This design comes from an exercise in tuning for small area, a short achievable clock period and few clock cycles per item on the open sky130 flow, not from production work.
Only simulation tests tie the RTL to the original design; equivalence was not proved.
No activity file was given, so power comes from the tool's default toggle rates.

// ex_stage
module ex_stage (
    input  wire                                 clk,
    input  wire                                 rst_n_i,
    input  wire                                 in_valid_i,
    input  wire [4:0]                           in_op_i,
    input  wire [ex_pkg::XLEN-1:0]              in_pc_i,
    input  wire [ex_pkg::XLEN-1:0]              in_op1_i,
    input  wire [ex_pkg::XLEN-1:0]              in_op2_i,
    input  wire [ex_pkg::XLEN-1:0]              in_imm_i,
    input  wire [ex_pkg::REG_ADDR_W-1:0]        in_rd_i,
    input  wire                                 res_credit_i,
    output logic                                in_credit_o,
    output logic                                out_valid_o,
    output logic [ex_pkg::XLEN-1:0]             out_wdata_o,
    output logic [ex_pkg::REG_ADDR_W-1:0]       out_rd_o,
    output logic                                out_jump_o,
    output logic [ex_pkg::XLEN-1:0]             out_jump_addr_o
);
==> flow/config.mk <==
export PLATFORM = sky130hd
export DESIGN_NAME = ex_stage
export DESIGN_NICKNAME = ex_stage
export VERILOG_FILES = /design/flow/design.v
export SDC_FILE = /design/flow/constraint.sdc
export NUM_CORES = 4
export LEC_CHECK = 0
export CAP_MARGIN = 40
export CORE_MARGIN = 2
export CORE_UTILIZATION = 40
export SETUP_SLACK_MARGIN = 1.4
export SLEW_MARGIN = 20
==> flow/constraint.sdc <==
create_clock -name core_clock -period 6.5 [get_ports {clk}]
set_input_delay 1.3000 -clock core_clock [delete_from_list [all_inputs] [get_ports {clk}]]
set_output_delay 1.3000 -clock core_clock [all_outputs]
set_load 0.01 [all_outputs]
standard.sh (not shown) runs the stock make flow with config.mk's settings and CLKGATE_MAP_FILE= SYNTH_SCRIPT=/design/flow/synth_recipe.tcl, a recipe that flattens the netlist after the stock synthesis.
==> flow/flow/run.sh <==
#!/bin/bash
# The standard layout, except that the ports get plain buffers
# (sky130_fd_sc_hd__buf_2) instead of the delay cells buffer_ports picks by
# default. make's output goes to standard_flow.log; each ORFS step keeps its
# own log under orfs/logs/.
set -euo pipefail
bash standard.sh "BUFFER_PORTS_ARGS=-buffer_cell sky130_fd_sc_hd__buf_2" finish > standard_flow.log 2>&1
Testbench counts at the start, summed over its fixed seeds: cycles 6,413, items 3,200.
Change:
CORE_UTILIZATION = 50   (was 40)
SETUP_SLACK_MARGIN = 1.2   (was 1.4)
Effect:
- The new run finished with timing, DRC and antenna clean
- cell count shrinks by 5.9%
- clock-buffer cell count rises by 5
- via count grows by 2.0%
- design area drops by 5.3%

* * *

ex_stage again, from the RTL that the note above started with.
export LEC_CHECK = 0
export CAP_MARGIN = 40
export CORE_MARGIN = 2
export CORE_UTILIZATION = 40
export SETUP_SLACK_MARGIN = 1.0
export SLEW_MARGIN = 20
create_clock -name core_clock -period 6.5 [get_ports {clk}]
Scripts as last shown in full above: flow/flow/run.sh
Testbench counts at the start, summed over its fixed seeds: cycles 6,413, items 3,200.
Change:
- CAP_MARGIN: 40 -> 20
- SETUP_SLACK_MARGIN: 1.0 -> 1.4
Wire length rises by 0.86%.
Critical path depth increases by 2.
Fmax went up by 6.9%.
Final area went up by 2.1%.
Worst setup slack improved by 0.36 ns.
Via count barely changes.
Combinational power is higher by 4.5%.
Worst hold slack gets better by 0.023 ns.
Count of clock-buffer cells in the layout shrinks by 2.
Synthesized area stays the same.
Sequential power hardly moves.

* * *

Setup of the baseline:
ex_stage again, from the RTL that the note above started with.
export LEC_CHECK = 0
export CAP_MARGIN = 20
export CORE_MARGIN = 2
export CORE_UTILIZATION = 40
export SETUP_SLACK_MARGIN = 1.4
export SLEW_MARGIN = 10
create_clock -name core_clock -period 6.5 [get_ports {clk}]
Scripts as last shown in full above: flow/flow/run.sh
Every stage of the flow completed for the baseline, and the final layout passed the timing, design-rule and antenna checks.
Testbench counts of the baseline, summed over its fixed seeds: cycles 6,413, items 3,200.
What the candidate does differently from the baseline at the input level:
-- flow/config.mk --
<<< the baseline, line 8
export CAP_MARGIN = 20
>>> the candidate, line 8
export CAP_MARGIN = 40
<<< the baseline, line 11
export SETUP_SLACK_MARGIN = 1.4
export SLEW_MARGIN = 10
>>> the candidate, line 11
export SETUP_SLACK_MARGIN = 1.2
export SLEW_MARGIN = 20
- Lower layout overhead on the synthesized area among the baseline and the candidate: the candidate
- Count of buffers added by post-CTS timing repair for setup, the baseline and the candidate, lower one = the candidate.
- Taking the baseline as the reference point, the routing usage on met2 of the candidate falls by 1.2 points.
- There was hardly any difference in global-route usage between the candidate and the baseline.
- Changes observed in the candidate relative to the baseline: total vias in the final route went down; final cell count without fillers went down.
- Design area, the baseline and the candidate: higher on the baseline
- [the candidate] combinational group share of total power fell 0.4 points relative to the baseline

what the ideal ports hide:
The flow's constraints put no driver on any port. The routed layouts listed below were extracted and timed again, unchanged, in two steps. Step 1 assumes that a clkbuf_16 drives the clock port and a buf_2 every other input. Step 2, shift: input delay + t, output delay - t, t = (earliest + latest rising clock arrival at the registers) / 2. This alone moves slack from input paths to output paths. Slacks: no drivers / after step 1 / after step 2; pairs: no drivers / after step 1.
run | t, ns | slack for setup (ns) | pins driven straight from the clock port
the first run of note 1 | 0.703 | 1.351 / 1.394 / 0.691 | 1
the second run of note 1 | 0.675 | 1.087 / 1.132 / 0.460 | 1
the first run of note 2 | 0.712 | 0.984 / 0.984 / 0.337 | 1
the second run of note 2 | 0.702 | 1.340 / 1.340 / 0.692 | 1
the baseline | 0.704 | 1.290 / 1.290 / 0.710 | 1
the candidate | 0.705 | 1.167 / 1.167 / 0.508 | 1
After both steps every run listed still meets setup and hold. For the first run of note 1, which loses most, drivers alone change the setup slack by +0.043 ns; drivers and shift together by -0.660 ns.
